Context: an optimization exercise on an open-source flow, tuned for small area. The choices shown serve that exercise and are no tape-out recipe.
In this exercise RTL edits were held to simulation tests only and were not proved equivalent to the original.

Design issue_stage, start of the top module:
module issue_stage
(
  input  logic        clk,
  input  logic        rst,              
  input  logic        stall_i,
  input  logic        decode_en_i,
  input  logic [1:0]  decode_fu_sel_i,
  input  logic [2:0]  decode_op_sel_i,
  input  logic [3:0]  decode_alu_op_i,
  input  logic [4:0]  decode_rd_i,
  input  logic [4:0]  decode_rs1_i,
  input  logic [4:0]  decode_rs2_i,
  input  logic [31:0] decode_imm_i,
  input  logic [31:0] decode_pc_i,
  input  logic [3:0]  rob_tag_i,
  input  logic        rob_rs1_valid_i,
  input  logic [31:0] rob_rs1_value_i,
  input  logic        rob_rs2_valid_i,
  input  logic [31:0] rob_rs2_value_i,
  input  logic        cdb_valid_i,
  input  logic [3:0]  cdb_tag_i,
  input  logic [31:0] cdb_value_i,
  input  logic        commit_en_i,
  input  logic [4:0]  commit_rd_i,
  input  logic [3:0]  commit_tag_i,
  input  logic [31:0] commit_value_i,
  output logic        disp_alu_en_o,
  output logic        disp_ldst_en_o,
  output logic        disp_br_en_o,
  output logic        disp_br_comp_o,
  output logic [3:0]  disp_alu_op_o,
  output logic [31:0] disp_op1_value_o,
  output logic        disp_op1_rdy_o,
  output logic [3:0]  disp_op1_q_o,
  output logic [31:0] disp_op2_value_o,
  output logic        disp_op2_rdy_o,
  output logic [3:0]  disp_op2_q_o,
  output logic [31:0] disp_offset_o,
  output logic [31:0] disp_pc_o,
  output logic [3:0]  disp_tag_o,
  output logic        alloc_en_o,
  output logic [4:0]  alloc_dest_o,
  output logic        alloc_valid_o,
  output logic [31:0] alloc_value_o,
  output logic [3:0]  alloc_tag_o,
  output logic [3:0]  rob_rs1_tag_o,
  output logic [3:0]  rob_rs2_tag_o
);
==> flow/config.mk <==
export PLATFORM = sky130hd
export DESIGN_NAME = issue_stage
export DESIGN_NICKNAME = issue_stage
export VERILOG_FILES = /design/flow/design.v
export SDC_FILE = /design/flow/constraint.sdc
export NUM_CORES = 4
export LEC_CHECK = 0
export CAP_MARGIN = 20
export CORE_MARGIN = 2
export CORE_UTILIZATION = 60
export PLACE_DENSITY = 0.68
export SETUP_SLACK_MARGIN = 0.15
export SLEW_MARGIN = 20
export SYNTH_HIERARCHICAL = 1
==> flow/constraint.sdc <==
create_clock -name core_clock -period 5.0 [get_ports {clk}]
set_input_delay 1.0000 -clock core_clock [delete_from_list [all_inputs] [get_ports {clk}]]
set_output_delay 1.0000 -clock core_clock [all_outputs]
set_load 0.01 [all_outputs]
standard.sh (not shown) runs the stock make flow with config.mk's settings and CLKGATE_MAP_FILE= SYNTH_SCRIPT=/design/flow/synth_recipe.tcl, a recipe that flattens the netlist after the stock synthesis.
==> flow/flow/run.sh <==
#!/bin/bash
# The standard layout, with two changes:
# - the port buffers are buf_1 cells instead of the buffer_ports default
# - clock tree synthesis adds no dummy loads, clusters up to 28 sinks within
#   80 um and builds from clkbuf_16
set -euo pipefail
cd "$(dirname "${BASH_SOURCE[0]}")/.."
bash standard.sh \
  BUFFER_PORTS_ARGS="-buffer_cell sky130_fd_sc_hd__buf_1" \
  CTS_ARGS="-sink_clustering_enable -repair_clock_nets -dont_use_dummy_load -sink_clustering_size 28 -sink_clustering_max_diameter 80 -buf_list {sky130_fd_sc_hd__clkbuf_16}" \
  finish > flow_make.log 2>&1
The starting point reached the layout checks and failed them: setup timing.
Rerun with:
Settings changed: CORE_UTILIZATION 60 to 55, PLACE_DENSITY 0.68 to 0.65.
The new run went through all stages and came out clean.
Global-route usage decreases by 2.6 points.
Count of clock-buffer cells in the layout increases by 1.
Sequential cell count stays the same.
Rerun with:
==> flow/flow/run.sh (replaced) <==
#!/bin/bash
# The standard layout, with two changes:
# - the port buffers are buf_1 cells instead of the buffer_ports default
# - clock tree synthesis adds no dummy loads and clusters up to 25 sinks within 70 um and builds from clkbuf_16
set -euo pipefail
cd "$(dirname "${BASH_SOURCE[0]}")/.."
bash standard.sh \
  BUFFER_PORTS_ARGS="-buffer_cell sky130_fd_sc_hd__buf_1" \
  CTS_ARGS="-sink_clustering_enable -repair_clock_nets -dont_use_dummy_load -sink_clustering_size 25 -sink_clustering_max_diameter 70 -buf_list {sky130_fd_sc_hd__clkbuf_16}" \
  finish > flow_make.log 2>&1
Settings changed: CORE_UTILIZATION 55 to 50, PLACE_DENSITY 0.65 to unset.
The changed run completed without violations.
Global-route usage went down by 4.2 points.
Cell area rises by 1.1%.
Area after synthesis is unchanged.
Rerun with:
==> flow/flow/run.sh (replaced) <==
#!/bin/bash
# The standard layout, with two changes:
# - the port buffers are buf_1 cells instead of the buffer_ports default
# - clock tree synthesis adds no dummy loads, clusters up to 28 sinks within
#   80 um and builds from clkbuf_16
set -euo pipefail
cd "$(dirname "${BASH_SOURCE[0]}")/.."
bash standard.sh \
  BUFFER_PORTS_ARGS="-buffer_cell sky130_fd_sc_hd__buf_1" \
  CTS_ARGS="-sink_clustering_enable -repair_clock_nets -dont_use_dummy_load -sink_clustering_size 28 -sink_clustering_max_diameter 80 -buf_list {sky130_fd_sc_hd__clkbuf_16}" \
  finish > flow_make.log 2>&1
Settings changed: CORE_UTILIZATION 50 to 55, PLACE_DENSITY set to 0.65, SETUP_SLACK_MARGIN 0.15 to 0.05.
With this change the flow completed, yet does not pass: setup timing. Utilization rose by 4.7 points. Clock skew rose by 8.5 ps. Critical path depth fell by 2. Cell area fell slightly.

== main ==
issue_stage, a different RTL version from the one above (not shown whole).
For scale: about 3700 cells after synthesis, about 1300 flip-flops, ~54000 µm² of cells after synthesis.
// issue_stage
module issue_stage
(
  input  logic        clk,
  input  logic        rst,              
  input  logic        stall_i,
  input  logic        decode_en_i,
  input  logic [1:0]  decode_fu_sel_i,
  input  logic [2:0]  decode_op_sel_i,
  input  logic [3:0]  decode_alu_op_i,
  input  logic [4:0]  decode_rd_i,
  input  logic [4:0]  decode_rs1_i,
  input  logic [4:0]  decode_rs2_i,
  input  logic [31:0] decode_imm_i,
  input  logic [31:0] decode_pc_i,
  input  logic [3:0]  rob_tag_i,
  input  logic        rob_rs1_valid_i,
  input  logic [31:0] rob_rs1_value_i,
  input  logic        rob_rs2_valid_i,
  input  logic [31:0] rob_rs2_value_i,
  input  logic        cdb_valid_i,
  input  logic [3:0]  cdb_tag_i,
  input  logic [31:0] cdb_value_i,
  input  logic        commit_en_i,
  input  logic [4:0]  commit_rd_i,
  input  logic [3:0]  commit_tag_i,
  input  logic [31:0] commit_value_i,
  output logic        disp_alu_en_o,
  output logic        disp_ldst_en_o,
  output logic        disp_br_en_o,
  output logic        disp_br_comp_o,
  output logic [3:0]  disp_alu_op_o,
  output logic [31:0] disp_op1_value_o,
  output logic        disp_op1_rdy_o,
  output logic [3:0]  disp_op1_q_o,
  output logic [31:0] disp_op2_value_o,
  output logic        disp_op2_rdy_o,
  output logic [3:0]  disp_op2_q_o,
  output logic [31:0] disp_offset_o,
  output logic [31:0] disp_pc_o,
  output logic [3:0]  disp_tag_o,
  output logic        alloc_en_o,
  output logic [4:0]  alloc_dest_o,
  output logic        alloc_valid_o,
  output logic [31:0] alloc_value_o,
  output logic [3:0]  alloc_tag_o,
  output logic [3:0]  rob_rs1_tag_o,
  output logic [3:0]  rob_rs2_tag_o
);
export LEC_CHECK = 0
export CAP_MARGIN = 20
export CORE_MARGIN = 2
export CORE_UTILIZATION = 40
export SETUP_SLACK_MARGIN = 0.15
export SLEW_MARGIN = 20
export SYNTH_HIERARCHICAL = 1
create_clock -name core_clock -period 5.0 [get_ports {clk}]
run.sh (not shown) runs the stock make flow with config.mk's settings and CLKGATE_MAP_FILE= SYNTH_SCRIPT=/design/flow/synth_recipe.tcl, a recipe that flattens the netlist after the stock synthesis.
Stock flow here: none of the scripts above is used.
The inputs of the feature branch differ from those of main as listed below.
Settings: CORE_UTILIZATION now 50, was 40.
==> flow/flow/run.sh (new file) <==
#!/bin/bash
# The standard layout, with two changes:
# - the port buffers are buf_1 cells instead of the buffer_ports default
# - clock tree synthesis adds no dummy loads and builds from clkbuf_4/clkbuf_8
set -euo pipefail
cd "$(dirname "${BASH_SOURCE[0]}")/.."
bash standard.sh \
  BUFFER_PORTS_ARGS="-buffer_cell sky130_fd_sc_hd__buf_1" \
  CTS_ARGS="-sink_clustering_enable -repair_clock_nets -dont_use_dummy_load -buf_list {sky130_fd_sc_hd__clkbuf_4 sky130_fd_sc_hd__clkbuf_8}" \
  finish > flow_make.log 2>&1
==> flow/standard.sh (new file) <==
#!/bin/bash
# synth_recipe.tcl (not shown) runs the flow's synth.tcl, then flattens the netlist and writes it again
# the make line also repeats each setting of config.mk as NAME=value (left out here)
make -C /OpenROAD-flow-scripts/flow DESIGN_CONFIG=/design/flow/config.mk WORK_HOME=/design/flow/orfs CLKGATE_MAP_FILE= SYNTH_SCRIPT=/design/flow/synth_recipe.tcl "${@:-finish}"
removed: flow/run.sh
==> run notes <==
Run comparison: main endpoint of the most critical setup path alloc_value_o[29]; the feature branch endpoint of the most critical setup path rob_rs2_tag_o[2]. | post-layout instance count excluding filler cells | the feature branch vs main | about 7.5% lower |. Taking main as the reference, in the feature branch detailed-routed wire length on met2 fell by about 8%; multi-input logic area saw little to no change; post-route core utilization +7.4 points. Via count delta (main -> the feature branch): insignificant. Compared with main, the feature branch has extra setup slack.

Another version of the RTL of issue_stage (not shown whole).
For scale: about 440 I/O pins, roughly 54000 um2 of cells after synthesis.
Settings: LEC_CHECK=0, CAP_MARGIN=20, CORE_MARGIN=2, CORE_UTILIZATION=55, PLACE_DENSITY=0.65, SETUP_SLACK_MARGIN=0.15, SLEW_MARGIN=20, SYNTH_HIERARCHICAL=1; clock period 5.0 ns.
standard.sh (not shown) runs the stock make flow with config.mk's settings and CLKGATE_MAP_FILE= SYNTH_SCRIPT=/design/flow/synth_recipe.tcl, a recipe that flattens the netlist after the stock synthesis.
==> flow/flow/run.sh <==
#!/bin/bash
# The standard layout, with three changes:
# - the port buffers are buf_1 cells instead of the buffer_ports default
# - clock tree synthesis adds no dummy loads, clusters up to 28 sinks within
#   80 um and builds from clkbuf_16
# - after global routing, gates on paths with positive slack are downsized
#   (ORFS RECOVER_POWER)
set -euo pipefail
cd "$(dirname "${BASH_SOURCE[0]}")/.."
bash standard.sh \
  BUFFER_PORTS_ARGS="-buffer_cell sky130_fd_sc_hd__buf_1" \
  CTS_ARGS="-sink_clustering_enable -repair_clock_nets -dont_use_dummy_load -sink_clustering_size 28 -sink_clustering_max_diameter 80 -buf_list {sky130_fd_sc_hd__clkbuf_16}" \
  RECOVER_POWER=100 \
  finish > flow_make.log 2>&1
The starting point finished with max-capacitance violations, max-slew violations, negative setup slack left.
Change:
==> flow/flow/run.sh (replaced) <==
#!/bin/bash
# The standard layout, with two changes:
# - the port buffers are buf_1 cells instead of the buffer_ports default
# - clock tree synthesis adds no dummy loads and clusters up to 25 sinks within 70 um and builds from clkbuf_16
set -euo pipefail
cd "$(dirname "${BASH_SOURCE[0]}")/.."
bash standard.sh \
  BUFFER_PORTS_ARGS="-buffer_cell sky130_fd_sc_hd__buf_1" \
  CTS_ARGS="-sink_clustering_enable -repair_clock_nets -dont_use_dummy_load -sink_clustering_size 25 -sink_clustering_max_diameter 70 -buf_list {sky130_fd_sc_hd__clkbuf_16}" \
  finish > flow_make.log 2>&1
- CORE_UTILIZATION: 55 -> 50
- PLACE_DENSITY: 0.65 -> not set
After rerunning: This time the run finished clean; worst hold slack improved by 0.037 ns; synthesized area does not change; utilization drops by 4.2 points; clock-buffer cell count climbs by 22; critical path depth climbs by 5.

[static timing again, ports no longer ideal]
No port has a modelled driver above. Below, the same layouts with a new extraction and two added sets of constraints. Step 1 sets driving cells, clkbuf_16 on the clock port and buf_2 on the other inputs (assumed; they add their load-dependent delay and slew). Step 2 also shifts input and output timing later by t, the mid clock arrival at the registers, as if the neighbouring blocks saw the same clock. Slacks: ideal ports / drivers / drivers and shift; pairs: ideal ports / drivers.
run | t (ns) | setup WS [ns] | worst setup path after step 2 | worst slew at a driven data input, ns
the first run of note 1 | 0.777 | -0.104 / -0.180 / 0.089 | input to register | 0.17
the second run of note 1 | 0.799 | 0.106 / 0.027 / -0.205 | input to register | 0.29
the third run of note 1 | 0.746 | 0.165 / 0.086 / -0.002 | input to register | 0.20
the fourth run of note 1 | 0.800 | -0.043 / -0.122 / -0.180 | input to register | 0.17
main | 0.858 | 0.108 / 0.025 / -0.160 | input to register | 0.13
the feature branch | 0.933 | 0.254 / 0.192 / -0.249 | input to register | 0.14
the first run of note 3 | 0.791 | -0.011 / -0.026 / -0.773 | input to register | 0.14
the second run of note 3 | 0.748 | 0.075 / 0.003 / 0.003 | input to output | 0.12
Met with ideal ports but missed after step 2: setup timing in the second run of note 1, the third run of note 1, main and the feature branch. The setup slack of the first run of note 3, which loses most, moves by -0.015 ns with the drivers and by -0.762 ns with both steps.
